From an optimization exercise on the open Yosys and OpenROAD flow, aimed at small area, a short achievable clock period and few clock cycles per item; shortcuts taken in it are not production practice. The RTL was checked by simulation tests, not by an equivalence proof against the original design.

==> flow/design.v (outline; a module is shown in full before it is edited, if it fits) <==
// module tdpf_step_w20_k4: 1046 lines
// module tdpf_step_w10_k4: 866 lines
// module tdpf_rstep_w20_k4: 598 lines
// module tdpf_store: 36 lines
// module trial_division_prime_factorizer_unit: 520 lines
module trial_division_prime_factorizer_unit #(
	parameter int MAX_DIVISOR = 1048576
) (
	input  logic                         clk,
	input  logic                         arst_n,
	input  logic                         s_tvalid,
	output logic                         s_tready,
	input  logic [tdpf_pkg::NUM_W-1:0]   s_tdata,   
	output logic                         m_tvalid,
	input  logic                         m_tready,
	output logic [tdpf_pkg::TDATA_W-1:0] m_tdata,   
	output logic [tdpf_pkg::STATUS_W-1:0] m_tuser,  
	output logic                         m_tlast,
	input  logic                         cfg_valid,
	output logic                         cfg_ready,
	input  logic [tdpf_pkg::CFG_W-1:0]   cfg_data   
);
  // ...
==> flow/run.sh <==
#!/bin/bash
# synth_recipe.tcl (not shown) runs the flow's synth.tcl, then flattens the netlist and writes it again
# the make line also repeats each setting of config.mk as NAME=value (left out here)
make -C /OpenROAD-flow-scripts/flow DESIGN_CONFIG=/design/flow/config.mk WORK_HOME=/design/flow/orfs CLKGATE_MAP_FILE= SYNTH_SCRIPT=/design/flow/synth_recipe.tcl finish
==> flow/config.mk <==
export PLATFORM = sky130hd
export DESIGN_NAME = trial_division_prime_factorizer_unit
export DESIGN_NICKNAME = trial_division_prime_factorizer_unit
export VERILOG_FILES = /design/flow/design.v
export SDC_FILE = /design/flow/constraint.sdc
export NUM_CORES = 4
export LEC_CHECK = 0
export CAP_MARGIN = 20
export CORE_MARGIN = 2
export CORE_UTILIZATION = 55
export SETUP_SLACK_MARGIN = 1.2
export SLEW_MARGIN = 20
==> flow/constraint.sdc <==
create_clock -name core_clock -period 6.0 [get_ports {clk}]
set_input_delay 1.2000 -clock core_clock [delete_from_list [all_inputs] [get_ports {clk}]]
set_output_delay 1.2000 -clock core_clock [all_outputs]
set_load 0.01 [all_outputs]
==> results.cfg, run 1 <==
[status]
outcome = complete, no violations

[critical_path]
rr_endpoint = cr_q[2]
arrival_ns = 5.41
worstPathRequired_ns = 6.60
ff2ff_path_depth = 20

[finish]
n_antenna_cell = 1
buffers = 421
layout_common_cells = 753 x nand2_1, 638 x inv_1, 566 x edfxtp_1
nFlopsAndLatches = 858
drive_gt1_share_pct = 12.6
postLayoutCoreUtil_pct = 63.7
largest_reg_flops = 260
instances_no_fill = 7604
largest_register = u_store.g_slot.p_q
seq_area_share_pct = 33.9
largestClassByArea = multi-input gates

[clock_network]
cts_buffer_depth = 3
clock_latency_ns = 0.71
postCtsHoldBufs = 0

[synthesis]
yosysMostFrequentCell = nand2_1
synthMuxAreaShare_pct = 4.01
synth_edf_count = 566
synth_compound_area_share_pct = 12.6
synthSimpleGateAreaFrac_pct = 14.5

[grt]
met2_usage_pct = 52.2
grtUsageMet1_pct = 47.4

[timing]
clock.fmax_ghz = 0.208
skew_ns = 0.0580
hold_viol = 0
min_period_ns = 4.82
fin_tns_setup_ns = 0
worst_pin_slew_ns = 1.08
setup_viol_count_final = 0
slew_viol_final = 0

[floorplanning]
die_y_um = 331
dieArea_um2 = 110000
core.rowCount = 120
coreArea_um2 = 107000

[detailed_routing]
wl_met3_um = 15800

[placement]
place_area_um2 = 62700
Testbench counts, summed over its fixed seeds: cycles 52,381, items 320.
==> run 2: changes to the inputs <==
--- a/flow/design.v
+++ b/flow/design.v
@@ -10,6 +10,145 @@
 	localparam logic [STATUS_W-1:0] STAT_ZERO   = 2'd2;
 	localparam logic [STATUS_W-1:0] STAT_COF    = 2'd3;
 endpackage
+module tdpf_digit_k4 (
+	input  logic [3:0] y,
+	input  logic [3:0] d,
+	output logic [3:0] b
+);
+	always_comb begin
+		unique case ({d[3:1], y})
+			7'd0: b = 4'd0;
+			7'd1: b = 4'd15;
+			7'd2: b = 4'd14;
+			7'd3: b = 4'd13;
+			7'd4: b = 4'd12;
+			7'd5: b = 4'd11;
+			7'd6: b = 4'd10;
+			7'd7: b = 4'd9;
+			7'd8: b = 4'd8;
+			7'd9: b = 4'd7;
+			7'd10: b = 4'd6;
+			7'd11: b = 4'd5;
+			7'd12: b = 4'd4;
+			7'd13: b = 4'd3;
+			7'd14: b = 4'd2;
+			7'd15: b = 4'd1;
+			7'd16: b = 4'd0;
+			7'd17: b = 4'd5;
+			7'd18: b = 4'd10;
+			7'd19: b = 4'd15;
+			7'd20: b = 4'd4;
+			7'd21: b = 4'd9;
+			7'd22: b = 4'd14;
+			7'd23: b = 4'd3;
+			7'd24: b = 4'd8;
+			7'd25: b = 4'd13;
+			7'd26: b = 4'd2;
+			7'd27: b = 4'd7;
+			7'd28: b = 4'd12;
+			7'd29: b = 4'd1;
+			7'd30: b = 4'd6;
+			7'd31: b = 4'd11;
+			7'd32: b = 4'd0;
+			7'd33: b = 4'd3;
+			7'd34: b = 4'd6;
+			7'd35: b = 4'd9;
+			7'd36: b = 4'd12;
+			7'd37: b = 4'd15;
+			7'd38: b = 4'd2;
+			7'd39: b = 4'd5;
+			7'd40: b = 4'd8;
+			7'd41: b = 4'd11;
+			7'd42: b = 4'd14;
+			7'd43: b = 4'd1;
+			7'd44: b = 4'd4;
+			7'd45: b = 4'd7;
+			7'd46: b = 4'd10;
+			7'd47: b = 4'd13;
+			7'd48: b = 4'd0;
+			7'd49: b = 4'd9;
+			7'd50: b = 4'd2;
+			7'd51: b = 4'd11;
+			7'd52: b = 4'd4;
+			7'd53: b = 4'd13;
+			7'd54: b = 4'd6;
+			7'd55: b = 4'd15;
+			7'd56: b = 4'd8;
+			7'd57: b = 4'd1;
+			7'd58: b = 4'd10;
+			7'd59: b = 4'd3;
+			7'd60: b = 4'd12;
+			7'd61: b = 4'd5;
+			7'd62: b = 4'd14;
+			7'd63: b = 4'd7;
+			7'd64: b = 4'd0;
+			7'd65: b = 4'd7;
+			7'd66: b = 4'd14;
+			7'd67: b = 4'd5;
+			7'd68: b = 4'd12;
+			7'd69: b = 4'd3;
+			7'd70: b = 4'd10;
+			7'd71: b = 4'd1;
+			7'd72: b = 4'd8;
+			7'd73: b = 4'd15;
+			7'd74: b = 4'd6;
+			7'd75: b = 4'd13;
+			7'd76: b = 4'd4;
+			7'd77: b = 4'd11;
+			7'd78: b = 4'd2;
+			7'd79: b = 4'd9;
+			7'd80: b = 4'd0;
+			7'd81: b = 4'd13;
+			7'd82: b = 4'd10;
+			7'd83: b = 4'd7;
+			7'd84: b = 4'd4;
+			7'd85: b = 4'd1;
+			7'd86: b = 4'd14;
+			7'd87: b = 4'd11;
+			7'd88: b = 4'd8;
+			7'd89: b = 4'd5;
+			7'd90: b = 4'd2;
+			7'd91: b = 4'd15;
+			7'd92: b = 4'd12;
+			7'd93: b = 4'd9;
+			7'd94: b = 4'd6;
+			7'd95: b = 4'd3;
+			7'd96: b = 4'd0;
+			7'd97: b = 4'd11;
+			7'd98: b = 4'd6;
+			7'd99: b = 4'd1;
+			7'd100: b = 4'd12;
+			7'd101: b = 4'd7;
+			7'd102: b = 4'd2;
+			7'd103: b = 4'd13;
+			7'd104: b = 4'd8;
+			7'd105: b = 4'd3;
+			7'd106: b = 4'd14;
+			7'd107: b = 4'd9;
+			7'd108: b = 4'd4;
+			7'd109: b = 4'd15;
+			7'd110: b = 4'd10;
+			7'd111: b = 4'd5;
+			7'd112: b = 4'd0;
+			7'd113: b = 4'd1;
+			7'd114: b = 4'd2;
+			7'd115: b = 4'd3;
+			7'd116: b = 4'd4;
+			7'd117: b = 4'd5;
+			7'd118: b = 4'd6;
+			7'd119: b = 4'd7;
+			7'd120: b = 4'd8;
+			7'd121: b = 4'd9;
+			7'd122: b = 4'd10;
+			7'd123: b = 4'd11;
+			7'd124: b = 4'd12;
+			7'd125: b = 4'd13;
+			7'd126: b = 4'd14;
+			7'd127: b = 4'd15;
+			default: b = '0;
+		endcase
+	end
+endmodule
 module tdpf_step_w20_k4 (
 	input  logic [20:0] s,
 	input  logic [20:0] c,
@@ -21,7 +160,7 @@
 	output logic        cin_n,
 	output logic [3:0] b
 );
-	logic [3:0] y;
+	logic [3:0] y, bt;
 	always_comb begin
 		unique case ({s[3:0], c[3:0], cin})
 			9'd0: y = 4'd0;
@@ -541,137 +680,138 @@
 	end
 	always_comb begin
 		unique case ({d[3:1], y})
-			7'd0: b = 4'd0;
-			7'd1: b = 4'd15;
-			7'd2: b = 4'd14;
-			7'd3: b = 4'd13;
-			7'd4: b = 4'd12;
-			7'd5: b = 4'd11;
-			7'd6: b = 4'd10;
-			7'd7: b = 4'd9;
-			7'd8: b = 4'd8;
-			7'd9: b = 4'd7;
-			7'd10: b = 4'd6;
-			7'd11: b = 4'd5;
-			7'd12: b = 4'd4;
-			7'd13: b = 4'd3;
-			7'd14: b = 4'd2;
-			7'd15: b = 4'd1;
-			7'd16: b = 4'd0;
-			7'd17: b = 4'd5;
-			7'd18: b = 4'd10;
-			7'd19: b = 4'd15;
-			7'd20: b = 4'd4;
-			7'd21: b = 4'd9;
-			7'd22: b = 4'd14;
-			7'd23: b = 4'd3;
-			7'd24: b = 4'd8;
-			7'd25: b = 4'd13;
-			7'd26: b = 4'd2;
-			7'd27: b = 4'd7;
-			7'd28: b = 4'd12;
-			7'd29: b = 4'd1;
-			7'd30: b = 4'd6;
-			7'd31: b = 4'd11;
-			7'd32: b = 4'd0;
-			7'd33: b = 4'd3;
-			7'd34: b = 4'd6;
-			7'd35: b = 4'd9;
-			7'd36: b = 4'd12;
-			7'd37: b = 4'd15;
-			7'd38: b = 4'd2;
-			7'd39: b = 4'd5;
-			7'd40: b = 4'd8;
-			7'd41: b = 4'd11;
-			7'd42: b = 4'd14;
-			7'd43: b = 4'd1;
-			7'd44: b = 4'd4;
-			7'd45: b = 4'd7;
-			7'd46: b = 4'd10;
-			7'd47: b = 4'd13;
-			7'd48: b = 4'd0;
-			7'd49: b = 4'd9;
-			7'd50: b = 4'd2;
-			7'd51: b = 4'd11;
-			7'd52: b = 4'd4;
-			7'd53: b = 4'd13;
-			7'd54: b = 4'd6;
-			7'd55: b = 4'd15;
-			7'd56: b = 4'd8;
-			7'd57: b = 4'd1;
-			7'd58: b = 4'd10;
-			7'd59: b = 4'd3;
-			7'd60: b = 4'd12;
-			7'd61: b = 4'd5;
-			7'd62: b = 4'd14;
-			7'd63: b = 4'd7;
-			7'd64: b = 4'd0;
-			7'd65: b = 4'd7;
-			7'd66: b = 4'd14;
-			7'd67: b = 4'd5;
-			7'd68: b = 4'd12;
-			7'd69: b = 4'd3;
-			7'd70: b = 4'd10;
-			7'd71: b = 4'd1;
-			7'd72: b = 4'd8;
-			7'd73: b = 4'd15;
-			7'd74: b = 4'd6;
-			7'd75: b = 4'd13;
-			7'd76: b = 4'd4;
-			7'd77: b = 4'd11;
-			7'd78: b = 4'd2;
-			7'd79: b = 4'd9;
-			7'd80: b = 4'd0;
-			7'd81: b = 4'd13;
-			7'd82: b = 4'd10;
-			7'd83: b = 4'd7;
-			7'd84: b = 4'd4;
-			7'd85: b = 4'd1;
-			7'd86: b = 4'd14;
-			7'd87: b = 4'd11;
-			7'd88: b = 4'd8;
-			7'd89: b = 4'd5;
-			7'd90: b = 4'd2;
-			7'd91: b = 4'd15;
-			7'd92: b = 4'd12;
-			7'd93: b = 4'd9;
-			7'd94: b = 4'd6;
-			7'd95: b = 4'd3;
-			7'd96: b = 4'd0;
-			7'd97: b = 4'd11;
-			7'd98: b = 4'd6;
-			7'd99: b = 4'd1;
-			7'd100: b = 4'd12;
-			7'd101: b = 4'd7;
-			7'd102: b = 4'd2;
-			7'd103: b = 4'd13;
-			7'd104: b = 4'd8;
-			7'd105: b = 4'd3;
-			7'd106: b = 4'd14;
-			7'd107: b = 4'd9;
-			7'd108: b = 4'd4;
-			7'd109: b = 4'd15;
-			7'd110: b = 4'd10;
-			7'd111: b = 4'd5;
-			7'd112: b = 4'd0;
-			7'd113: b = 4'd1;
-			7'd114: b = 4'd2;
-			7'd115: b = 4'd3;
-			7'd116: b = 4'd4;
-			7'd117: b = 4'd5;
-			7'd118: b = 4'd6;
-			7'd119: b = 4'd7;
-			7'd120: b = 4'd8;
-			7'd121: b = 4'd9;
-			7'd122: b = 4'd10;
-			7'd123: b = 4'd11;
-			7'd124: b = 4'd12;
-			7'd125: b = 4'd13;
-			7'd126: b = 4'd14;
-			7'd127: b = 4'd15;
-			default: b = '0;
+			7'd0: bt = 4'd0;
+			7'd1: bt = 4'd15;
+			7'd2: bt = 4'd14;
+			7'd3: bt = 4'd13;
+			7'd4: bt = 4'd12;
+			7'd5: bt = 4'd11;
+			7'd6: bt = 4'd10;
+			7'd7: bt = 4'd9;
+			7'd8: bt = 4'd8;
+			7'd9: bt = 4'd7;
+			7'd10: bt = 4'd6;
+			7'd11: bt = 4'd5;
+			7'd12: bt = 4'd4;
+			7'd13: bt = 4'd3;
+			7'd14: bt = 4'd2;
+			7'd15: bt = 4'd1;
+			7'd16: bt = 4'd0;
+			7'd17: bt = 4'd5;
+			7'd18: bt = 4'd10;
+			7'd19: bt = 4'd15;
+			7'd20: bt = 4'd4;
+			7'd21: bt = 4'd9;
+			7'd22: bt = 4'd14;
+			7'd23: bt = 4'd3;
+			7'd24: bt = 4'd8;
+			7'd25: bt = 4'd13;
+			7'd26: bt = 4'd2;
+			7'd27: bt = 4'd7;
+			7'd28: bt = 4'd12;
+			7'd29: bt = 4'd1;
+			7'd30: bt = 4'd6;
+			7'd31: bt = 4'd11;
+			7'd32: bt = 4'd0;
+			7'd33: bt = 4'd3;
+			7'd34: bt = 4'd6;
+			7'd35: bt = 4'd9;
+			7'd36: bt = 4'd12;
+			7'd37: bt = 4'd15;
+			7'd38: bt = 4'd2;
+			7'd39: bt = 4'd5;
+			7'd40: bt = 4'd8;
+			7'd41: bt = 4'd11;
+			7'd42: bt = 4'd14;
+			7'd43: bt = 4'd1;
+			7'd44: bt = 4'd4;
+			7'd45: bt = 4'd7;
+			7'd46: bt = 4'd10;
+			7'd47: bt = 4'd13;
+			7'd48: bt = 4'd0;
+			7'd49: bt = 4'd9;
+			7'd50: bt = 4'd2;
+			7'd51: bt = 4'd11;
+			7'd52: bt = 4'd4;
+			7'd53: bt = 4'd13;
+			7'd54: bt = 4'd6;
+			7'd55: bt = 4'd15;
+			7'd56: bt = 4'd8;
+			7'd57: bt = 4'd1;
+			7'd58: bt = 4'd10;
+			7'd59: bt = 4'd3;
+			7'd60: bt = 4'd12;
+			7'd61: bt = 4'd5;
+			7'd62: bt = 4'd14;
+			7'd63: bt = 4'd7;
+			7'd64: bt = 4'd0;
+			7'd65: bt = 4'd7;
+			7'd66: bt = 4'd14;
+			7'd67: bt = 4'd5;
+			7'd68: bt = 4'd12;
+			7'd69: bt = 4'd3;
+			7'd70: bt = 4'd10;
+			7'd71: bt = 4'd1;
+			7'd72: bt = 4'd8;
+			7'd73: bt = 4'd15;
+			7'd74: bt = 4'd6;
+			7'd75: bt = 4'd13;
+			7'd76: bt = 4'd4;
+			7'd77: bt = 4'd11;
+			7'd78: bt = 4'd2;
+			7'd79: bt = 4'd9;
+			7'd80: bt = 4'd0;
+			7'd81: bt = 4'd13;
+			7'd82: bt = 4'd10;
+			7'd83: bt = 4'd7;
+			7'd84: bt = 4'd4;
+			7'd85: bt = 4'd1;
+			7'd86: bt = 4'd14;
+			7'd87: bt = 4'd11;
+			7'd88: bt = 4'd8;
+			7'd89: bt = 4'd5;
+			7'd90: bt = 4'd2;
+			7'd91: bt = 4'd15;
+			7'd92: bt = 4'd12;
+			7'd93: bt = 4'd9;
+			7'd94: bt = 4'd6;
+			7'd95: bt = 4'd3;
+			7'd96: bt = 4'd0;
+			7'd97: bt = 4'd11;
+			7'd98: bt = 4'd6;
+			7'd99: bt = 4'd1;
+			7'd100: bt = 4'd12;
+			7'd101: bt = 4'd7;
+			7'd102: bt = 4'd2;
+			7'd103: bt = 4'd13;
+			7'd104: bt = 4'd8;
+			7'd105: bt = 4'd3;
+			7'd106: bt = 4'd14;
+			7'd107: bt = 4'd9;
+			7'd108: bt = 4'd4;
+			7'd109: bt = 4'd15;
+			7'd110: bt = 4'd10;
+			7'd111: bt = 4'd5;
+			7'd112: bt = 4'd0;
+			7'd113: bt = 4'd1;
+			7'd114: bt = 4'd2;
+			7'd115: bt = 4'd3;
+			7'd116: bt = 4'd4;
+			7'd117: bt = 4'd5;
+			7'd118: bt = 4'd6;
+			7'd119: bt = 4'd7;
+			7'd120: bt = 4'd8;
+			7'd121: bt = 4'd9;
+			7'd122: bt = 4'd10;
+			7'd123: bt = 4'd11;
+			7'd124: bt = 4'd12;
+			7'd125: bt = 4'd13;
+			7'd126: bt = 4'd14;
+			7'd127: bt = 4'd15;
+			default: bt = '0;
 		endcase
 	end
+	assign b = bt;
 	logic t1;
 	logic t2;
 	logic t3;
@@ -1067,7 +1207,7 @@
 	output logic        cin_n,
 	output logic [3:0] b
 );
-	logic [3:0] y;
+	logic [3:0] y, bt;
 	always_comb begin
 		unique case ({s[3:0], c[3:0], cin})
 			9'd0: y = 4'd0;
@@ -1587,137 +1727,138 @@
 	end
 	always_comb begin
 		unique case ({d[3:1], y})
-			7'd0: b = 4'd0;
-			7'd1: b = 4'd15;
-			7'd2: b = 4'd14;
-			7'd3: b = 4'd13;
-			7'd4: b = 4'd12;
-			7'd5: b = 4'd11;
-			7'd6: b = 4'd10;
-			7'd7: b = 4'd9;
-			7'd8: b = 4'd8;
-			7'd9: b = 4'd7;
-			7'd10: b = 4'd6;
-			7'd11: b = 4'd5;
-			7'd12: b = 4'd4;
-			7'd13: b = 4'd3;
-			7'd14: b = 4'd2;
-			7'd15: b = 4'd1;
-			7'd16: b = 4'd0;
-			7'd17: b = 4'd5;
-			7'd18: b = 4'd10;
-			7'd19: b = 4'd15;
-			7'd20: b = 4'd4;
-			7'd21: b = 4'd9;
-			7'd22: b = 4'd14;
-			7'd23: b = 4'd3;
-			7'd24: b = 4'd8;
-			7'd25: b = 4'd13;
-			7'd26: b = 4'd2;
-			7'd27: b = 4'd7;
-			7'd28: b = 4'd12;
-			7'd29: b = 4'd1;
-			7'd30: b = 4'd6;
-			7'd31: b = 4'd11;
-			7'd32: b = 4'd0;
-			7'd33: b = 4'd3;
-			7'd34: b = 4'd6;
-			7'd35: b = 4'd9;
-			7'd36: b = 4'd12;
-			7'd37: b = 4'd15;
-			7'd38: b = 4'd2;
-			7'd39: b = 4'd5;
-			7'd40: b = 4'd8;
-			7'd41: b = 4'd11;
-			7'd42: b = 4'd14;
-			7'd43: b = 4'd1;
-			7'd44: b = 4'd4;
-			7'd45: b = 4'd7;
-			7'd46: b = 4'd10;
-			7'd47: b = 4'd13;
-			7'd48: b = 4'd0;
-			7'd49: b = 4'd9;
-			7'd50: b = 4'd2;
-			7'd51: b = 4'd11;
-			7'd52: b = 4'd4;
-			7'd53: b = 4'd13;
-			7'd54: b = 4'd6;
-			7'd55: b = 4'd15;
-			7'd56: b = 4'd8;
-			7'd57: b = 4'd1;
-			7'd58: b = 4'd10;
-			7'd59: b = 4'd3;
-			7'd60: b = 4'd12;
-			7'd61: b = 4'd5;
-			7'd62: b = 4'd14;
-			7'd63: b = 4'd7;
-			7'd64: b = 4'd0;
-			7'd65: b = 4'd7;
-			7'd66: b = 4'd14;
-			7'd67: b = 4'd5;
-			7'd68: b = 4'd12;
-			7'd69: b = 4'd3;
-			7'd70: b = 4'd10;
-			7'd71: b = 4'd1;
-			7'd72: b = 4'd8;
-			7'd73: b = 4'd15;
-			7'd74: b = 4'd6;
-			7'd75: b = 4'd13;
-			7'd76: b = 4'd4;
-			7'd77: b = 4'd11;
-			7'd78: b = 4'd2;
-			7'd79: b = 4'd9;
-			7'd80: b = 4'd0;
-			7'd81: b = 4'd13;
-			7'd82: b = 4'd10;
-			7'd83: b = 4'd7;
-			7'd84: b = 4'd4;
-			7'd85: b = 4'd1;
-			7'd86: b = 4'd14;
-			7'd87: b = 4'd11;
-			7'd88: b = 4'd8;
-			7'd89: b = 4'd5;
-			7'd90: b = 4'd2;
-			7'd91: b = 4'd15;
-			7'd92: b = 4'd12;
-			7'd93: b = 4'd9;
-			7'd94: b = 4'd6;
-			7'd95: b = 4'd3;
-			7'd96: b = 4'd0;
-			7'd97: b = 4'd11;
-			7'd98: b = 4'd6;
-			7'd99: b = 4'd1;
-			7'd100: b = 4'd12;
-			7'd101: b = 4'd7;
-			7'd102: b = 4'd2;
-			7'd103: b = 4'd13;
-			7'd104: b = 4'd8;
-			7'd105: b = 4'd3;
-			7'd106: b = 4'd14;
-			7'd107: b = 4'd9;
-			7'd108: b = 4'd4;
-			7'd109: b = 4'd15;
-			7'd110: b = 4'd10;
-			7'd111: b = 4'd5;
-			7'd112: b = 4'd0;
-			7'd113: b = 4'd1;
-			7'd114: b = 4'd2;
-			7'd115: b = 4'd3;
-			7'd116: b = 4'd4;
-			7'd117: b = 4'd5;
-			7'd118: b = 4'd6;
-			7'd119: b = 4'd7;
-			7'd120: b = 4'd8;
-			7'd121: b = 4'd9;
-			7'd122: b = 4'd10;
-			7'd123: b = 4'd11;
-			7'd124: b = 4'd12;
-			7'd125: b = 4'd13;
-			7'd126: b = 4'd14;
-			7'd127: b = 4'd15;
-			default: b = '0;
+			7'd0: bt = 4'd0;
+			7'd1: bt = 4'd15;
+			7'd2: bt = 4'd14;
+			7'd3: bt = 4'd13;
+			7'd4: bt = 4'd12;
+			7'd5: bt = 4'd11;
+			7'd6: bt = 4'd10;
+			7'd7: bt = 4'd9;
+			7'd8: bt = 4'd8;
+			7'd9: bt = 4'd7;
+			7'd10: bt = 4'd6;
+			7'd11: bt = 4'd5;
+			7'd12: bt = 4'd4;
+			7'd13: bt = 4'd3;
+			7'd14: bt = 4'd2;
+			7'd15: bt = 4'd1;
+			7'd16: bt = 4'd0;
+			7'd17: bt = 4'd5;
+			7'd18: bt = 4'd10;
+			7'd19: bt = 4'd15;
+			7'd20: bt = 4'd4;
+			7'd21: bt = 4'd9;
+			7'd22: bt = 4'd14;
+			7'd23: bt = 4'd3;
+			7'd24: bt = 4'd8;
+			7'd25: bt = 4'd13;
+			7'd26: bt = 4'd2;
+			7'd27: bt = 4'd7;
+			7'd28: bt = 4'd12;
+			7'd29: bt = 4'd1;
+			7'd30: bt = 4'd6;
+			7'd31: bt = 4'd11;
+			7'd32: bt = 4'd0;
+			7'd33: bt = 4'd3;
+			7'd34: bt = 4'd6;
+			7'd35: bt = 4'd9;
+			7'd36: bt = 4'd12;
+			7'd37: bt = 4'd15;
+			7'd38: bt = 4'd2;
+			7'd39: bt = 4'd5;
+			7'd40: bt = 4'd8;
+			7'd41: bt = 4'd11;
+			7'd42: bt = 4'd14;
+			7'd43: bt = 4'd1;
+			7'd44: bt = 4'd4;
+			7'd45: bt = 4'd7;
+			7'd46: bt = 4'd10;
+			7'd47: bt = 4'd13;
+			7'd48: bt = 4'd0;
+			7'd49: bt = 4'd9;
+			7'd50: bt = 4'd2;
+			7'd51: bt = 4'd11;
+			7'd52: bt = 4'd4;
+			7'd53: bt = 4'd13;
+			7'd54: bt = 4'd6;
+			7'd55: bt = 4'd15;
+			7'd56: bt = 4'd8;
+			7'd57: bt = 4'd1;
+			7'd58: bt = 4'd10;
+			7'd59: bt = 4'd3;
+			7'd60: bt = 4'd12;
+			7'd61: bt = 4'd5;
+			7'd62: bt = 4'd14;
+			7'd63: bt = 4'd7;
+			7'd64: bt = 4'd0;
+			7'd65: bt = 4'd7;
+			7'd66: bt = 4'd14;
+			7'd67: bt = 4'd5;
+			7'd68: bt = 4'd12;
+			7'd69: bt = 4'd3;
+			7'd70: bt = 4'd10;
+			7'd71: bt = 4'd1;
+			7'd72: bt = 4'd8;
+			7'd73: bt = 4'd15;
+			7'd74: bt = 4'd6;
+			7'd75: bt = 4'd13;
+			7'd76: bt = 4'd4;
+			7'd77: bt = 4'd11;
+			7'd78: bt = 4'd2;
+			7'd79: bt = 4'd9;
+			7'd80: bt = 4'd0;
+			7'd81: bt = 4'd13;
+			7'd82: bt = 4'd10;
+			7'd83: bt = 4'd7;
+			7'd84: bt = 4'd4;
+			7'd85: bt = 4'd1;
+			7'd86: bt = 4'd14;
+			7'd87: bt = 4'd11;
+			7'd88: bt = 4'd8;
+			7'd89: bt = 4'd5;
+			7'd90: bt = 4'd2;
+			7'd91: bt = 4'd15;
+			7'd92: bt = 4'd12;
+			7'd93: bt = 4'd9;
+			7'd94: bt = 4'd6;
+			7'd95: bt = 4'd3;
+			7'd96: bt = 4'd0;
+			7'd97: bt = 4'd11;
+			7'd98: bt = 4'd6;
+			7'd99: bt = 4'd1;
+			7'd100: bt = 4'd12;
+			7'd101: bt = 4'd7;
+			7'd102: bt = 4'd2;
+			7'd103: bt = 4'd13;
+			7'd104: bt = 4'd8;
+			7'd105: bt = 4'd3;
+			7'd106: bt = 4'd14;
+			7'd107: bt = 4'd9;
+			7'd108: bt = 4'd4;
+			7'd109: bt = 4'd15;
+			7'd110: bt = 4'd10;
+			7'd111: bt = 4'd5;
+			7'd112: bt = 4'd0;
+			7'd113: bt = 4'd1;
+			7'd114: bt = 4'd2;
+			7'd115: bt = 4'd3;
+			7'd116: bt = 4'd4;
+			7'd117: bt = 4'd5;
+			7'd118: bt = 4'd6;
+			7'd119: bt = 4'd7;
+			7'd120: bt = 4'd8;
+			7'd121: bt = 4'd9;
+			7'd122: bt = 4'd10;
+			7'd123: bt = 4'd11;
+			7'd124: bt = 4'd12;
+			7'd125: bt = 4'd13;
+			7'd126: bt = 4'd14;
+			7'd127: bt = 4'd15;
+			default: bt = '0;
 		endcase
 	end
+	assign b = bt;
 	logic t1;
 	logic t2;
 	logic t3;
@@ -1928,146 +2069,664 @@
 	input  logic        cin,
 	input  logic [19:0] d,
 	input  logic [3:0] h,       
+	input  logic [3:0] th,      
 	output logic [20:0] s_n,
 	output logic [20:0] c_n,
 	output logic        cin_n,
 	output logic [3:0] b
 );
-	logic [3:0] y;
-	assign y = s[3:0] + c[3:0] + 4'(cin) + h;
+	logic [3:0] y, bt;
+	always_comb begin
+		unique case ({s[3:0], c[3:0], cin})
+			9'd0: y = 4'd0;
+			9'd1: y = 4'd1;
+			9'd2: y = 4'd1;
+			9'd3: y = 4'd2;
+			9'd4: y = 4'd2;
+			9'd5: y = 4'd3;
+			9'd6: y = 4'd3;
+			9'd7: y = 4'd4;
+			9'd8: y = 4'd4;
+			9'd9: y = 4'd5;
+			9'd10: y = 4'd5;
+			9'd11: y = 4'd6;
+			9'd12: y = 4'd6;
+			9'd13: y = 4'd7;
+			9'd14: y = 4'd7;
+			9'd15: y = 4'd8;
+			9'd16: y = 4'd8;
+			9'd17: y = 4'd9;
+			9'd18: y = 4'd9;
+			9'd19: y = 4'd10;
+			9'd20: y = 4'd10;
+			9'd21: y = 4'd11;
+			9'd22: y = 4'd11;
+			9'd23: y = 4'd12;
+			9'd24: y = 4'd12;
+			9'd25: y = 4'd13;
+			9'd26: y = 4'd13;
+			9'd27: y = 4'd14;
+			9'd28: y = 4'd14;
+			9'd29: y = 4'd15;
+			9'd30: y = 4'd15;
+			9'd31: y = 4'd0;
+			9'd32: y = 4'd1;
+			9'd33: y = 4'd2;
+			9'd34: y = 4'd2;
+			9'd35: y = 4'd3;
+			9'd36: y = 4'd3;
+			9'd37: y = 4'd4;
+			9'd38: y = 4'd4;
+			9'd39: y = 4'd5;
+			9'd40: y = 4'd5;
+			9'd41: y = 4'd6;
+			9'd42: y = 4'd6;
+			9'd43: y = 4'd7;
+			9'd44: y = 4'd7;
+			9'd45: y = 4'd8;
+			9'd46: y = 4'd8;
+			9'd47: y = 4'd9;
+			9'd48: y = 4'd9;
+			9'd49: y = 4'd10;
+			9'd50: y = 4'd10;
+			9'd51: y = 4'd11;
+			9'd52: y = 4'd11;
+			9'd53: y = 4'd12;
+			9'd54: y = 4'd12;
+			9'd55: y = 4'd13;
+			9'd56: y = 4'd13;
+			9'd57: y = 4'd14;
+			9'd58: y = 4'd14;
+			9'd59: y = 4'd15;
+			9'd60: y = 4'd15;
+			9'd61: y = 4'd0;
+			9'd62: y = 4'd0;
+			9'd63: y = 4'd1;
+			9'd64: y = 4'd2;
+			9'd65: y = 4'd3;
+			9'd66: y = 4'd3;
+			9'd67: y = 4'd4;
+			9'd68: y = 4'd4;
+			9'd69: y = 4'd5;
+			9'd70: y = 4'd5;
+			9'd71: y = 4'd6;
+			9'd72: y = 4'd6;
+			9'd73: y = 4'd7;
+			9'd74: y = 4'd7;
+			9'd75: y = 4'd8;
+			9'd76: y = 4'd8;
+			9'd77: y = 4'd9;
+			9'd78: y = 4'd9;
+			9'd79: y = 4'd10;
+			9'd80: y = 4'd10;
+			9'd81: y = 4'd11;
+			9'd82: y = 4'd11;
+			9'd83: y = 4'd12;
+			9'd84: y = 4'd12;
+			9'd85: y = 4'd13;
+			9'd86: y = 4'd13;
+			9'd87: y = 4'd14;
+			9'd88: y = 4'd14;
+			9'd89: y = 4'd15;
+			9'd90: y = 4'd15;
+			9'd91: y = 4'd0;
+			9'd92: y = 4'd0;
+			9'd93: y = 4'd1;
+			9'd94: y = 4'd1;
+			9'd95: y = 4'd2;
+			9'd96: y = 4'd3;
+			9'd97: y = 4'd4;
+			9'd98: y = 4'd4;
+			9'd99: y = 4'd5;
+			9'd100: y = 4'd5;
+			9'd101: y = 4'd6;
+			9'd102: y = 4'd6;
+			9'd103: y = 4'd7;
+			9'd104: y = 4'd7;
+			9'd105: y = 4'd8;
+			9'd106: y = 4'd8;
+			9'd107: y = 4'd9;
+			9'd108: y = 4'd9;
+			9'd109: y = 4'd10;
+			9'd110: y = 4'd10;
+			9'd111: y = 4'd11;
+			9'd112: y = 4'd11;
+			9'd113: y = 4'd12;
+			9'd114: y = 4'd12;
+			9'd115: y = 4'd13;
+			9'd116: y = 4'd13;
+			9'd117: y = 4'd14;
+			9'd118: y = 4'd14;
+			9'd119: y = 4'd15;
+			9'd120: y = 4'd15;
+			9'd121: y = 4'd0;
+			9'd122: y = 4'd0;
+			9'd123: y = 4'd1;
+			9'd124: y = 4'd1;
+			9'd125: y = 4'd2;
+			9'd126: y = 4'd2;
+			9'd127: y = 4'd3;
+			9'd128: y = 4'd4;
+			9'd129: y = 4'd5;
+			9'd130: y = 4'd5;
+			9'd131: y = 4'd6;
+			9'd132: y = 4'd6;
+			9'd133: y = 4'd7;
+			9'd134: y = 4'd7;
+			9'd135: y = 4'd8;
+			9'd136: y = 4'd8;
+			9'd137: y = 4'd9;
+			9'd138: y = 4'd9;
+			9'd139: y = 4'd10;
+			9'd140: y = 4'd10;
+			9'd141: y = 4'd11;
+			9'd142: y = 4'd11;
+			9'd143: y = 4'd12;
+			9'd144: y = 4'd12;
+			9'd145: y = 4'd13;
+			9'd146: y = 4'd13;
+			9'd147: y = 4'd14;
+			9'd148: y = 4'd14;
+			9'd149: y = 4'd15;
+			9'd150: y = 4'd15;
+			9'd151: y = 4'd0;
+			9'd152: y = 4'd0;
+			9'd153: y = 4'd1;
+			9'd154: y = 4'd1;
+			9'd155: y = 4'd2;
+			9'd156: y = 4'd2;
+			9'd157: y = 4'd3;
+			9'd158: y = 4'd3;
+			9'd159: y = 4'd4;
+			9'd160: y = 4'd5;
+			9'd161: y = 4'd6;
+			9'd162: y = 4'd6;
+			9'd163: y = 4'd7;
+			9'd164: y = 4'd7;
+			9'd165: y = 4'd8;
+			9'd166: y = 4'd8;
+			9'd167: y = 4'd9;
+			9'd168: y = 4'd9;
+			9'd169: y = 4'd10;
+			9'd170: y = 4'd10;
+			9'd171: y = 4'd11;
+			9'd172: y = 4'd11;
+			9'd173: y = 4'd12;
+			9'd174: y = 4'd12;
+			9'd175: y = 4'd13;
+			9'd176: y = 4'd13;
+			9'd177: y = 4'd14;
+			9'd178: y = 4'd14;
+			9'd179: y = 4'd15;
+			9'd180: y = 4'd15;
+			9'd181: y = 4'd0;
+			9'd182: y = 4'd0;
+			9'd183: y = 4'd1;
+			9'd184: y = 4'd1;
+			9'd185: y = 4'd2;
+			9'd186: y = 4'd2;
+			9'd187: y = 4'd3;
+			9'd188: y = 4'd3;
+			9'd189: y = 4'd4;
+			9'd190: y = 4'd4;
+			9'd191: y = 4'd5;
+			9'd192: y = 4'd6;
+			9'd193: y = 4'd7;
+			9'd194: y = 4'd7;
+			9'd195: y = 4'd8;
+			9'd196: y = 4'd8;
+			9'd197: y = 4'd9;
+			9'd198: y = 4'd9;
+			9'd199: y = 4'd10;
+			9'd200: y = 4'd10;
+			9'd201: y = 4'd11;
+			9'd202: y = 4'd11;
+			9'd203: y = 4'd12;
+			9'd204: y = 4'd12;
+			9'd205: y = 4'd13;
+			9'd206: y = 4'd13;
+			9'd207: y = 4'd14;
+			9'd208: y = 4'd14;
+			9'd209: y = 4'd15;
+			9'd210: y = 4'd15;
+			9'd211: y = 4'd0;
+			9'd212: y = 4'd0;
+			9'd213: y = 4'd1;
+			9'd214: y = 4'd1;
+			9'd215: y = 4'd2;
+			9'd216: y = 4'd2;
+			9'd217: y = 4'd3;
+			9'd218: y = 4'd3;
+			9'd219: y = 4'd4;
+			9'd220: y = 4'd4;
+			9'd221: y = 4'd5;
+			9'd222: y = 4'd5;
+			9'd223: y = 4'd6;
+			9'd224: y = 4'd7;
+			9'd225: y = 4'd8;
+			9'd226: y = 4'd8;
+			9'd227: y = 4'd9;
+			9'd228: y = 4'd9;
+			9'd229: y = 4'd10;
+			9'd230: y = 4'd10;
+			9'd231: y = 4'd11;
+			9'd232: y = 4'd11;
+			9'd233: y = 4'd12;
+			9'd234: y = 4'd12;
+			9'd235: y = 4'd13;
+			9'd236: y = 4'd13;
+			9'd237: y = 4'd14;
+			9'd238: y = 4'd14;
+			9'd239: y = 4'd15;
+			9'd240: y = 4'd15;
+			9'd241: y = 4'd0;
+			9'd242: y = 4'd0;
+			9'd243: y = 4'd1;
+			9'd244: y = 4'd1;
+			9'd245: y = 4'd2;
+			9'd246: y = 4'd2;
+			9'd247: y = 4'd3;
+			9'd248: y = 4'd3;
+			9'd249: y = 4'd4;
+			9'd250: y = 4'd4;
+			9'd251: y = 4'd5;
+			9'd252: y = 4'd5;
+			9'd253: y = 4'd6;
+			9'd254: y = 4'd6;
+			9'd255: y = 4'd7;
+			9'd256: y = 4'd8;
+			9'd257: y = 4'd9;
+			9'd258: y = 4'd9;
+			9'd259: y = 4'd10;
+			9'd260: y = 4'd10;
+			9'd261: y = 4'd11;
+			9'd262: y = 4'd11;
+			9'd263: y = 4'd12;
+			9'd264: y = 4'd12;
+			9'd265: y = 4'd13;
+			9'd266: y = 4'd13;
+			9'd267: y = 4'd14;
+			9'd268: y = 4'd14;
+			9'd269: y = 4'd15;
+			9'd270: y = 4'd15;
+			9'd271: y = 4'd0;
+			9'd272: y = 4'd0;
+			9'd273: y = 4'd1;
+			9'd274: y = 4'd1;
+			9'd275: y = 4'd2;
+			9'd276: y = 4'd2;
+			9'd277: y = 4'd3;
+			9'd278: y = 4'd3;
+			9'd279: y = 4'd4;
+			9'd280: y = 4'd4;
+			9'd281: y = 4'd5;
+			9'd282: y = 4'd5;
+			9'd283: y = 4'd6;
+			9'd284: y = 4'd6;
+			9'd285: y = 4'd7;
+			9'd286: y = 4'd7;
+			9'd287: y = 4'd8;
+			9'd288: y = 4'd9;
+			9'd289: y = 4'd10;
+			9'd290: y = 4'd10;
+			9'd291: y = 4'd11;
+			9'd292: y = 4'd11;
+			9'd293: y = 4'd12;
+			9'd294: y = 4'd12;
+			9'd295: y = 4'd13;
+			9'd296: y = 4'd13;
+			9'd297: y = 4'd14;
+			9'd298: y = 4'd14;
+			9'd299: y = 4'd15;
+			9'd300: y = 4'd15;
+			9'd301: y = 4'd0;
+			9'd302: y = 4'd0;
+			9'd303: y = 4'd1;
+			9'd304: y = 4'd1;
+			9'd305: y = 4'd2;
+			9'd306: y = 4'd2;
+			9'd307: y = 4'd3;
+			9'd308: y = 4'd3;
+			9'd309: y = 4'd4;
+			9'd310: y = 4'd4;
+			9'd311: y = 4'd5;
+			9'd312: y = 4'd5;
+			9'd313: y = 4'd6;
+			9'd314: y = 4'd6;
+			9'd315: y = 4'd7;
+			9'd316: y = 4'd7;
+			9'd317: y = 4'd8;
+			9'd318: y = 4'd8;
+			9'd319: y = 4'd9;
+			9'd320: y = 4'd10;
+			9'd321: y = 4'd11;
+			9'd322: y = 4'd11;
+			9'd323: y = 4'd12;
+			9'd324: y = 4'd12;
+			9'd325: y = 4'd13;
+			9'd326: y = 4'd13;
+			9'd327: y = 4'd14;
+			9'd328: y = 4'd14;
+			9'd329: y = 4'd15;
+			9'd330: y = 4'd15;
+			9'd331: y = 4'd0;
+			9'd332: y = 4'd0;
+			9'd333: y = 4'd1;
+			9'd334: y = 4'd1;
+			9'd335: y = 4'd2;
+			9'd336: y = 4'd2;
+			9'd337: y = 4'd3;
+			9'd338: y = 4'd3;
+			9'd339: y = 4'd4;
+			9'd340: y = 4'd4;
+			9'd341: y = 4'd5;
+			9'd342: y = 4'd5;
+			9'd343: y = 4'd6;
+			9'd344: y = 4'd6;
+			9'd345: y = 4'd7;
+			9'd346: y = 4'd7;
+			9'd347: y = 4'd8;
+			9'd348: y = 4'd8;
+			9'd349: y = 4'd9;
+			9'd350: y = 4'd9;
+			9'd351: y = 4'd10;
+			9'd352: y = 4'd11;
+			9'd353: y = 4'd12;
+			9'd354: y = 4'd12;
+			9'd355: y = 4'd13;
+			9'd356: y = 4'd13;
+			9'd357: y = 4'd14;
+			9'd358: y = 4'd14;
+			9'd359: y = 4'd15;
+			9'd360: y = 4'd15;
+			9'd361: y = 4'd0;
+			9'd362: y = 4'd0;
+			9'd363: y = 4'd1;
+			9'd364: y = 4'd1;
+			9'd365: y = 4'd2;
+			9'd366: y = 4'd2;
+			9'd367: y = 4'd3;
+			9'd368: y = 4'd3;
+			9'd369: y = 4'd4;
+			9'd370: y = 4'd4;
+			9'd371: y = 4'd5;
+			9'd372: y = 4'd5;
+			9'd373: y = 4'd6;
+			9'd374: y = 4'd6;
+			9'd375: y = 4'd7;
+			9'd376: y = 4'd7;
+			9'd377: y = 4'd8;
+			9'd378: y = 4'd8;
+			9'd379: y = 4'd9;
+			9'd380: y = 4'd9;
+			9'd381: y = 4'd10;
+			9'd382: y = 4'd10;
+			9'd383: y = 4'd11;
+			9'd384: y = 4'd12;
+			9'd385: y = 4'd13;
+			9'd386: y = 4'd13;
+			9'd387: y = 4'd14;
+			9'd388: y = 4'd14;
+			9'd389: y = 4'd15;
+			9'd390: y = 4'd15;
+			9'd391: y = 4'd0;
+			9'd392: y = 4'd0;
+			9'd393: y = 4'd1;
+			9'd394: y = 4'd1;
+			9'd395: y = 4'd2;
+			9'd396: y = 4'd2;
+			9'd397: y = 4'd3;
+			9'd398: y = 4'd3;
+			9'd399: y = 4'd4;
+			9'd400: y = 4'd4;
+			9'd401: y = 4'd5;
+			9'd402: y = 4'd5;
+			9'd403: y = 4'd6;
+			9'd404: y = 4'd6;
+			9'd405: y = 4'd7;
+			9'd406: y = 4'd7;
+			9'd407: y = 4'd8;
+			9'd408: y = 4'd8;
+			9'd409: y = 4'd9;
+			9'd410: y = 4'd9;
+			9'd411: y = 4'd10;
+			9'd412: y = 4'd10;
+			9'd413: y = 4'd11;
+			9'd414: y = 4'd11;
+			9'd415: y = 4'd12;
+			9'd416: y = 4'd13;
+			9'd417: y = 4'd14;
+			9'd418: y = 4'd14;
+			9'd419: y = 4'd15;
+			9'd420: y = 4'd15;
+			9'd421: y = 4'd0;
+			9'd422: y = 4'd0;
+			9'd423: y = 4'd1;
+			9'd424: y = 4'd1;
+			9'd425: y = 4'd2;
+			9'd426: y = 4'd2;
+			9'd427: y = 4'd3;
+			9'd428: y = 4'd3;
+			9'd429: y = 4'd4;
+			9'd430: y = 4'd4;
+			9'd431: y = 4'd5;
+			9'd432: y = 4'd5;
+			9'd433: y = 4'd6;
+			9'd434: y = 4'd6;
+			9'd435: y = 4'd7;
+			9'd436: y = 4'd7;
+			9'd437: y = 4'd8;
+			9'd438: y = 4'd8;
+			9'd439: y = 4'd9;
+			9'd440: y = 4'd9;
+			9'd441: y = 4'd10;
+			9'd442: y = 4'd10;
+			9'd443: y = 4'd11;
+			9'd444: y = 4'd11;
+			9'd445: y = 4'd12;
+			9'd446: y = 4'd12;
+			9'd447: y = 4'd13;
+			9'd448: y = 4'd14;
+			9'd449: y = 4'd15;
+			9'd450: y = 4'd15;
+			9'd451: y = 4'd0;
+			9'd452: y = 4'd0;
+			9'd453: y = 4'd1;
+			9'd454: y = 4'd1;
+			9'd455: y = 4'd2;
+			9'd456: y = 4'd2;
+			9'd457: y = 4'd3;
+			9'd458: y = 4'd3;
+			9'd459: y = 4'd4;
+			9'd460: y = 4'd4;
+			9'd461: y = 4'd5;
+			9'd462: y = 4'd5;
+			9'd463: y = 4'd6;
+			9'd464: y = 4'd6;
+			9'd465: y = 4'd7;
+			9'd466: y = 4'd7;
+			9'd467: y = 4'd8;
+			9'd468: y = 4'd8;
+			9'd469: y = 4'd9;
+			9'd470: y = 4'd9;
+			9'd471: y = 4'd10;
+			9'd472: y = 4'd10;
+			9'd473: y = 4'd11;
+			9'd474: y = 4'd11;
+			9'd475: y = 4'd12;
+			9'd476: y = 4'd12;
+			9'd477: y = 4'd13;
+			9'd478: y = 4'd13;
+			9'd479: y = 4'd14;
+			9'd480: y = 4'd15;
+			9'd481: y = 4'd0;
+			9'd482: y = 4'd0;
+			9'd483: y = 4'd1;
+			9'd484: y = 4'd1;
+			9'd485: y = 4'd2;
+			9'd486: y = 4'd2;
+			9'd487: y = 4'd3;
+			9'd488: y = 4'd3;
+			9'd489: y = 4'd4;
+			9'd490: y = 4'd4;
+			9'd491: y = 4'd5;
+			9'd492: y = 4'd5;
+			9'd493: y = 4'd6;
+			9'd494: y = 4'd6;
+			9'd495: y = 4'd7;
+			9'd496: y = 4'd7;
+			9'd497: y = 4'd8;
+			9'd498: y = 4'd8;
+			9'd499: y = 4'd9;
+			9'd500: y = 4'd9;
+			9'd501: y = 4'd10;
+			9'd502: y = 4'd10;
+			9'd503: y = 4'd11;
+			9'd504: y = 4'd11;
+			9'd505: y = 4'd12;
+			9'd506: y = 4'd12;
+			9'd507: y = 4'd13;
+			9'd508: y = 4'd13;
+			9'd509: y = 4'd14;
+			9'd510: y = 4'd14;
+			9'd511: y = 4'd15;
+			default: y = '0;
+		endcase
+	end
 	always_comb begin
 		unique case ({d[3:1], y})
-			7'd0: b = 4'd0;
-			7'd1: b = 4'd15;
-			7'd2: b = 4'd14;
-			7'd3: b = 4'd13;
-			7'd4: b = 4'd12;
-			7'd5: b = 4'd11;
-			7'd6: b = 4'd10;
-			7'd7: b = 4'd9;
-			7'd8: b = 4'd8;
-			7'd9: b = 4'd7;
-			7'd10: b = 4'd6;
-			7'd11: b = 4'd5;
-			7'd12: b = 4'd4;
-			7'd13: b = 4'd3;
-			7'd14: b = 4'd2;
-			7'd15: b = 4'd1;
-			7'd16: b = 4'd0;
-			7'd17: b = 4'd5;
-			7'd18: b = 4'd10;
-			7'd19: b = 4'd15;
-			7'd20: b = 4'd4;
-			7'd21: b = 4'd9;
-			7'd22: b = 4'd14;
-			7'd23: b = 4'd3;
-			7'd24: b = 4'd8;
-			7'd25: b = 4'd13;
-			7'd26: b = 4'd2;
-			7'd27: b = 4'd7;
-			7'd28: b = 4'd12;
-			7'd29: b = 4'd1;
-			7'd30: b = 4'd6;
-			7'd31: b = 4'd11;
-			7'd32: b = 4'd0;
-			7'd33: b = 4'd3;
-			7'd34: b = 4'd6;
-			7'd35: b = 4'd9;
-			7'd36: b = 4'd12;
-			7'd37: b = 4'd15;
-			7'd38: b = 4'd2;
-			7'd39: b = 4'd5;
-			7'd40: b = 4'd8;
-			7'd41: b = 4'd11;
-			7'd42: b = 4'd14;
-			7'd43: b = 4'd1;
-			7'd44: b = 4'd4;
-			7'd45: b = 4'd7;
-			7'd46: b = 4'd10;
-			7'd47: b = 4'd13;
-			7'd48: b = 4'd0;
-			7'd49: b = 4'd9;
-			7'd50: b = 4'd2;
-			7'd51: b = 4'd11;
-			7'd52: b = 4'd4;
-			7'd53: b = 4'd13;
-			7'd54: b = 4'd6;
-			7'd55: b = 4'd15;
-			7'd56: b = 4'd8;
-			7'd57: b = 4'd1;
-			7'd58: b = 4'd10;
-			7'd59: b = 4'd3;
-			7'd60: b = 4'd12;
-			7'd61: b = 4'd5;
-			7'd62: b = 4'd14;
-			7'd63: b = 4'd7;
-			7'd64: b = 4'd0;
-			7'd65: b = 4'd7;
-			7'd66: b = 4'd14;
-			7'd67: b = 4'd5;
-			7'd68: b = 4'd12;
-			7'd69: b = 4'd3;
-			7'd70: b = 4'd10;
-			7'd71: b = 4'd1;
-			7'd72: b = 4'd8;
-			7'd73: b = 4'd15;
-			7'd74: b = 4'd6;
-			7'd75: b = 4'd13;
-			7'd76: b = 4'd4;
-			7'd77: b = 4'd11;
-			7'd78: b = 4'd2;
-			7'd79: b = 4'd9;
-			7'd80: b = 4'd0;
-			7'd81: b = 4'd13;
-			7'd82: b = 4'd10;
-			7'd83: b = 4'd7;
-			7'd84: b = 4'd4;
-			7'd85: b = 4'd1;
-			7'd86: b = 4'd14;
-			7'd87: b = 4'd11;
-			7'd88: b = 4'd8;
-			7'd89: b = 4'd5;
-			7'd90: b = 4'd2;
-			7'd91: b = 4'd15;
-			7'd92: b = 4'd12;
-			7'd93: b = 4'd9;
-			7'd94: b = 4'd6;
-			7'd95: b = 4'd3;
-			7'd96: b = 4'd0;
-			7'd97: b = 4'd11;
-			7'd98: b = 4'd6;
-			7'd99: b = 4'd1;
-			7'd100: b = 4'd12;
-			7'd101: b = 4'd7;
-			7'd102: b = 4'd2;
-			7'd103: b = 4'd13;
-			7'd104: b = 4'd8;
-			7'd105: b = 4'd3;
-			7'd106: b = 4'd14;
-			7'd107: b = 4'd9;
-			7'd108: b = 4'd4;
-			7'd109: b = 4'd15;
-			7'd110: b = 4'd10;
-			7'd111: b = 4'd5;
-			7'd112: b = 4'd0;
-			7'd113: b = 4'd1;
-			7'd114: b = 4'd2;
-			7'd115: b = 4'd3;
-			7'd116: b = 4'd4;
-			7'd117: b = 4'd5;
-			7'd118: b = 4'd6;
-			7'd119: b = 4'd7;
-			7'd120: b = 4'd8;
-			7'd121: b = 4'd9;
-			7'd122: b = 4'd10;
-			7'd123: b = 4'd11;
-			7'd124: b = 4'd12;
-			7'd125: b = 4'd13;
-			7'd126: b = 4'd14;
-			7'd127: b = 4'd15;
-			default: b = '0;
+			7'd0: bt = 4'd0;
+			7'd1: bt = 4'd15;
+			7'd2: bt = 4'd14;
+			7'd3: bt = 4'd13;
+			7'd4: bt = 4'd12;
+			7'd5: bt = 4'd11;
+			7'd6: bt = 4'd10;
+			7'd7: bt = 4'd9;
+			7'd8: bt = 4'd8;
+			7'd9: bt = 4'd7;
+			7'd10: bt = 4'd6;
+			7'd11: bt = 4'd5;
+			7'd12: bt = 4'd4;
+			7'd13: bt = 4'd3;
+			7'd14: bt = 4'd2;
+			7'd15: bt = 4'd1;
+			7'd16: bt = 4'd0;
+			7'd17: bt = 4'd5;
+			7'd18: bt = 4'd10;
+			7'd19: bt = 4'd15;
+			7'd20: bt = 4'd4;
+			7'd21: bt = 4'd9;
+			7'd22: bt = 4'd14;
+			7'd23: bt = 4'd3;
+			7'd24: bt = 4'd8;
+			7'd25: bt = 4'd13;
+			7'd26: bt = 4'd2;
+			7'd27: bt = 4'd7;
+			7'd28: bt = 4'd12;
+			7'd29: bt = 4'd1;
+			7'd30: bt = 4'd6;
+			7'd31: bt = 4'd11;
+			7'd32: bt = 4'd0;
+			7'd33: bt = 4'd3;
+			7'd34: bt = 4'd6;
+			7'd35: bt = 4'd9;
+			7'd36: bt = 4'd12;
+			7'd37: bt = 4'd15;
+			7'd38: bt = 4'd2;
+			7'd39: bt = 4'd5;
+			7'd40: bt = 4'd8;
+			7'd41: bt = 4'd11;
+			7'd42: bt = 4'd14;
+			7'd43: bt = 4'd1;
+			7'd44: bt = 4'd4;
+			7'd45: bt = 4'd7;
+			7'd46: bt = 4'd10;
+			7'd47: bt = 4'd13;
+			7'd48: bt = 4'd0;
+			7'd49: bt = 4'd9;
+			7'd50: bt = 4'd2;
+			7'd51: bt = 4'd11;
+			7'd52: bt = 4'd4;
+			7'd53: bt = 4'd13;
+			7'd54: bt = 4'd6;
+			7'd55: bt = 4'd15;
+			7'd56: bt = 4'd8;
+			7'd57: bt = 4'd1;
+			7'd58: bt = 4'd10;
+			7'd59: bt = 4'd3;
+			7'd60: bt = 4'd12;
+			7'd61: bt = 4'd5;
+			7'd62: bt = 4'd14;
+			7'd63: bt = 4'd7;
+			7'd64: bt = 4'd0;
+			7'd65: bt = 4'd7;
+			7'd66: bt = 4'd14;
+			7'd67: bt = 4'd5;
+			7'd68: bt = 4'd12;
+			7'd69: bt = 4'd3;
+			7'd70: bt = 4'd10;
+			7'd71: bt = 4'd1;
+			7'd72: bt = 4'd8;
+			7'd73: bt = 4'd15;
+			7'd74: bt = 4'd6;
+			7'd75: bt = 4'd13;
+			7'd76: bt = 4'd4;
+			7'd77: bt = 4'd11;
+			7'd78: bt = 4'd2;
+			7'd79: bt = 4'd9;
+			7'd80: bt = 4'd0;
+			7'd81: bt = 4'd13;
+			7'd82: bt = 4'd10;
+			7'd83: bt = 4'd7;
+			7'd84: bt = 4'd4;
+			7'd85: bt = 4'd1;
+			7'd86: bt = 4'd14;
+			7'd87: bt = 4'd11;
+			7'd88: bt = 4'd8;
+			7'd89: bt = 4'd5;
+			7'd90: bt = 4'd2;
+			7'd91: bt = 4'd15;
+			7'd92: bt = 4'd12;
+			7'd93: bt = 4'd9;
+			7'd94: bt = 4'd6;
+			7'd95: bt = 4'd3;
+			7'd96: bt = 4'd0;
+			7'd97: bt = 4'd11;
+			7'd98: bt = 4'd6;
+			7'd99: bt = 4'd1;
+			7'd100: bt = 4'd12;
+			7'd101: bt = 4'd7;
+			7'd102: bt = 4'd2;
+			7'd103: bt = 4'd13;
+			7'd104: bt = 4'd8;
+			7'd105: bt = 4'd3;
+			7'd106: bt = 4'd14;
+			7'd107: bt = 4'd9;
+			7'd108: bt = 4'd4;
+			7'd109: bt = 4'd15;
+			7'd110: bt = 4'd10;
+			7'd111: bt = 4'd5;
+			7'd112: bt = 4'd0;
+			7'd113: bt = 4'd1;
+			7'd114: bt = 4'd2;
+			7'd115: bt = 4'd3;
+			7'd116: bt = 4'd4;
+			7'd117: bt = 4'd5;
+			7'd118: bt = 4'd6;
+			7'd119: bt = 4'd7;
+			7'd120: bt = 4'd8;
+			7'd121: bt = 4'd9;
+			7'd122: bt = 4'd10;
+			7'd123: bt = 4'd11;
+			7'd124: bt = 4'd12;
+			7'd125: bt = 4'd13;
+			7'd126: bt = 4'd14;
+			7'd127: bt = 4'd15;
+			default: bt = '0;
 		endcase
 	end
+	assign b = bt + th;
 	logic t1;
 	logic t2;
 	logic t3;
@@ -2576,7 +3235,7 @@
 	localparam int K  = 4;                    
 	localparam int W  = 20;                   
 	localparam int WN = 10;                   
-	localparam int M  = 6;                    
+	localparam int M  = 4;                    
 	localparam int NC = (64 + K - 1) / K;     
 	localparam int CW = $clog2(NC);
 	localparam int LI = (M > 1) ? $clog2(M) : 1;
@@ -2690,12 +3349,13 @@
 	end
 	logic [W:0]    sr_q, cr_q, sr_st, cr_st;
 	logic          cir_q, cir_st, rhit;
-	logic [K-1:0]  qr_q;
+	logic [K-1:0]  qr_q, thr_q, thq;
 	tdpf_rstep_w20_k4 u_rlane (
-		.s (sr_q), .c (cr_q), .cin (cir_q), .d (d0_q), .h (qr_q),
+		.s (sr_q), .c (cr_q), .cin (cir_q), .d (d0_q), .h (qr_q), .th (thr_q),
 		.s_n (sr_st), .c_n (cr_st), .cin_n (cir_st), .b ()
 	);
 	assign rhit = eqd0(sr_q, cr_q, cir_q, d0_q);
+	tdpf_digit_k4 u_qdig (.y (q), .d (d0_q[K-1:0]), .b (thq));
 	logic [K-1:0] bsel, q;
 	logic         seen_n;
 	assign bsel = b0;
@@ -2867,7 +3527,9 @@
 	logic enq;
 	assign enq = ds_ok && (qcnt_q < (LI+1)'(M - 1)) && (qcnt_q == '0 || ds_q[20:WN] == '0) &&
 		((state_q == S_TWO && !p_q[0]) || state_q == S_TEST || state_q == S_WRITE || state_q == S_WB);
-	assign adv = (!pv_q || enq || (go_batch && ds_use) || (asg_w && ds_use_w)) && !gt_q;
+	assign adv = (!pv_q || enq) && !gt_q;
+	logic ds_take;
+	assign ds_take = (go_batch && ds_use) || (asg_w && ds_use_w);
 	always_ff @(posedge clk or negedge arst_n) begin
 		if (!arst_n) begin
 			state_q <= S_IDLE;
@@ -2928,6 +3590,8 @@
 				r11_q   <= r11_nx;
 				r13_q   <= r13_nx;
 				pv_q    <= !wheel_nx || (r7_nx != '0 && r11_nx != '0 && r13_nx != '0);
+			end else if (ds_take) begin
+				pv_q    <= 1'b0;
 			end
 			if (go_batch || asg_w) begin
 				qcnt_q <= '0;
@@ -2954,11 +3618,7 @@
 				one_q   <= s_tdata[0];
 			end
 			S_TWO: begin
-				if (p_q[3:0] == '0) begin
-					p_q    <= {4'd0, p_q[63:4]};
-					cnt2_q <= cnt2_q + 6'd4;
-					l_q    <= l_q - 7'd4;
-				end else if (!p_q[0]) begin
+				if (!p_q[0]) begin
 					p_q    <= {1'b0, p_q[63:1]};
 					cnt2_q <= cnt2_q + 6'd1;
 					l_q    <= l_q - 7'd1;
@@ -2972,6 +3632,7 @@
 				cyc_q  <= cyc_q + 1'b1;
 				left_q <= left_q - 8'(K);
 				seen_q <= seen_n;
+				if (q != '0) l_q <= 7'(K * cyc_q) + 7'(bitlenk(q));
 				for (int j = 0; j < 64; j++) begin
 					if (cyc_q == CW'(j / K)) p_q[j] <= q[j % K];
 					else if (cyc_q < CW'(j / K) && (left_q[7] || left_q <= 8'(K))) p_q[j] <= 1'b0;
@@ -3049,12 +3710,13 @@
 			cr_q  <= cr_st;
 			cir_q <= cir_st;
 			qr_q  <= q;
-			if (qr_q != '0) l_q <= 7'(K * CW'(cyc_q - 1'b1)) + 7'(bitlenk(qr_q));
+			thr_q <= thq;
 		end else begin
 			sr_q  <= '0;
 			cr_q  <= '0;
 			cir_q <= 1'b0;
 			qr_q  <= '0;
+			thr_q <= '0;
 		end
 		if (fin_now) begin
 			extra_q <= fin_extra;
--- a/flow/config.mk
+++ b/flow/config.mk
@@ -7,6 +7,6 @@
 export LEC_CHECK = 0
 export CAP_MARGIN = 20
 export CORE_MARGIN = 2
-export CORE_UTILIZATION = 55
-export SETUP_SLACK_MARGIN = 1.2
+export CORE_UTILIZATION = 40
+export SETUP_SLACK_MARGIN = 1.5
 export SLEW_MARGIN = 20
==> results.cfg, run 2 <==
[detailed_routing]
wl_um = 168000
via_per_inst = 5.66
antenna_left = 0
drt_iter0_drc = 4070
firstDrtPassIters = 9
vias = 41815
post_drt_wl_per_cell_um = 22.7
route.detailed.drc = 0

[floorplanning]
die_w_um = 366
start_util_pct = 40.4
ioPinCount = 184
coreArea_um2 = 130000
dieArea_um2 = 134000
core.rowCount = 132
die_y_um = 366

[critical_path]
ff2ff_path_depth = 24
arrival_ns = 5.65
cp-start-kind = flop
path_class = reg -> reg
worstPathRequired_ns = 6.61
end_kind = flop
worstPathMaxFanout = 5

[worst_hold_path]
hold_path.class = reg -> reg
min_path_cells = 0

[finish]
reg.largest.list = u_store.g_slot.p_q: 260 flops, p_q: 64 flops, u_store.g_slot.c_q: 54 flops
instances_no_fill = 7389
n_antenna_cell = 0
nets = 6230
syn_to_final_growth_pct = 21.3
final_common_cell = edfxtp_1
drive_gt1_share_pct = 18.1
largest_register = u_store.g_slot.p_q
largest_reg_flops = 260
layout_common_cells = 524 x edfxtp_1, 522 x inv_1, 508 x nand2_1

[synthesis]
netlist_area_um2 = 52400
syn_area_per_cell_um2 = 9.97
yosysTopAreaCellShare_pct = 30.0
synth_warnings = 24
yosysMostFrequentCell = inv_1
yosysTopAreaCell = edfxtp_1
ys_top_cells_by_area = edfxtp_1 30%, fa_1 13%, dfxtp_1 8.7%
netlist_instances = 5262
netlist-cell-type-count = 99
yosysSeqAreaShare_pct = 39.9
ys_ff_latch = 778
synthArstFlopShare_pct = 3.21
synth_common_cells = 564 x inv_1, 539 x nand2_1, 524 x edfxtp_1, 465 x nor2_1, 339 x fa_1
synth_edf_count = 524
ys.flop_type = edfxtp_1

[timing]
worst_pin_slew_ns = 1.06
skew_ns = 0.0378
slew_viol_final = 0
min_period_ns = 5.04
hold_viol = 0
clock.fmax_ghz = 0.199
rsz0062_at_grt = true
fin_tns_setup_ns = 0
max-slew-margin-rel_pct = 28.7
setup_viol_count_final = 0
fin_crit_sh_pct = 84.0

[clock_network]
cts_buffer_depth = 3
clock_latency_ns = 0.72
postCtsHoldBufs = 0
cts_root_buffer = clkbuf_16
cts_made_buffers = 89
cts_tree = done
htreeDepth = 3
numClockSinks = 778
clkTransAtPathRegs_ns = 0.06

[grt]
grt_overflow = 0
grt_pass1_wl_um = 253000
grt_pass1_vias = 41111
antenna_found_initial = 5
gr-max-usage-layer = met2
grt_use_met3_pct = 4.55
grt_max_degree = 95
grt_use_total_pct = 24.3
met2_usage_pct = 39.6
grtUsageMet1_pct = 32.7

[placement]
hpwl_um = 119000
dpl.cell_count = 7055
portBuffers = 178
gp_congestion = 0.947

[status]
outcome = complete, no violations

[run]
maxCapViolations = 0
==> run 2: kinds of logic after synthesis <==
group	after synthesis	share of synthesized area (%)
and+or+nand+nor	1755	15.9
AOI/OAI and AO/OA	982	12.9
buffers and inverters	854	6.23
DFF	778	39.9
adders and majority gates	582	18.7
xor gates and xnor gates	184	3.07
muxes	125	3.21
other	2	0.0143
==> run 2: cell type report <==
cell class | count | area, um2
well taps | 1742 | 2180
repair buffers | 492 | 4610
inverters | 575 | 2220
multi-input cells | 3634 | 30600
fillers | 11846 | 66200
flip-flops and latches | 778 | 21000
clock inverters | 54 | 569
clock buffers | 114 | 2400
==> run 2: layer usage <==
| layer | wire (um) | vias to the layer above |
|---|---|---|
| li1 | - | 19041 |
| met1 | 69100 | 20672 |
| met3 | 13500 | 315 |
| met4 | 6270 | 0 |
| met5 | 0 | - |
| met2 | 79000 | 1787 |
==> run 2: final timing paths <==
kind / startpoint / endpoint / slack [ns]
max: u_rlane.y[1] / u_rlane.y[2] / 0.96
min: bds_q[3] / bq0_q[3] / 0.46
max reg2reg: u_rlane.y[1] / u_rlane.y[2] / 0.96
min reg2reg: bds_q[3] / bq0_q[3] / 0.46
max in group asynchronous: arst_n / state_q[2] / 4.79
min in group asynchronous: arst_n / cfg_q[8] / 0.88
==> run 2: repair_timing <==
action,in CTS,in global routing
pin swaps,115,216
endpoints found under the setup margin,248,228
gates cloned,4,5
setup buffers,55,102
gates resized for setup,381,347
==> run 2: critical path, stage by stage, from the launching register on <==
cell and delay [ns]:
dfxtp_4 0.37, inv_4 0.08, ha_4 0.13, inv_2 0.03, mux4_2 0.45, nor2_2 0.11, a21oi_2 0.06, ha_4 0.29
buf_6 0.10, xor2_2 0.17, buf_6 0.13, ha_4 0.19, fa_1 0.53, fa_1 0.47, nor4_4 0.38, a21oi_4 0.15
inv_2 0.15, ha_4 0.20, buf_4 0.14, nor3_1 0.04, a311oi_1 0.32, a21oi_1 0.11, a21oi_2 0.19, a21oi_1 0.08
nor2_1 0.09
==> run 2: metrics by stage <==
| stage | hold WS, ns | utilization (%) | setup slack [ns] | instance area [um2] |
|---|---|---|---|---|
| 2_1_floorplan | 0.406 | - | 0.772 | 52600 |
| 3_3_place_gp | 0.453 | 43.6 | 0.458 | 56600 |
| 3_5_place_dp | 0.446 | 43.6 | 0.434 | 56600 |
| 4_1_cts | 0.460 | 47.3 | 0.987 | 61400 |
| 5_1_grt | 0.485 | 49.0 | 0.778 | 63600 |
| 6_report | 0.459 | 49.0 | 0.962 | 63600 |
Testbench counts of run 2, summed over its fixed seeds: cycles 64,881, items 320.

[separate check: timing with driven ports]
The flow's constraints put no driver on any port. The routed layouts listed below were extracted and timed again, unchanged, in two steps. Step 1: set_driving_cell puts a clkbuf_16 on clk and a buf_2 on each other input, an assumption about the parent block. Step 2 also shifts input and output timing later by t, the mid clock arrival at the registers, as if the neighbouring blocks saw the same clock. Slacks: ideal / step 1 / step 2; pairs: ideal / step 1.
| run | t, ns | setup WS [ns] | hold slack, ns | clock arrival spread, ns | cell pins on the clock port's net |
|---|---|---|---|---|---|
| run 1 | 0.760 | 1.184 / 1.167 / 1.184 | 0.469 / 0.442 / 0.469 | 0.058 / 0.058 | 1 |
| run 2 | 0.782 | 0.962 / 0.962 / 0.962 | 0.459 / 0.459 / 0.459 | 0.039 / 0.039 | 1 |
After both steps setup and hold are still met in every run listed.
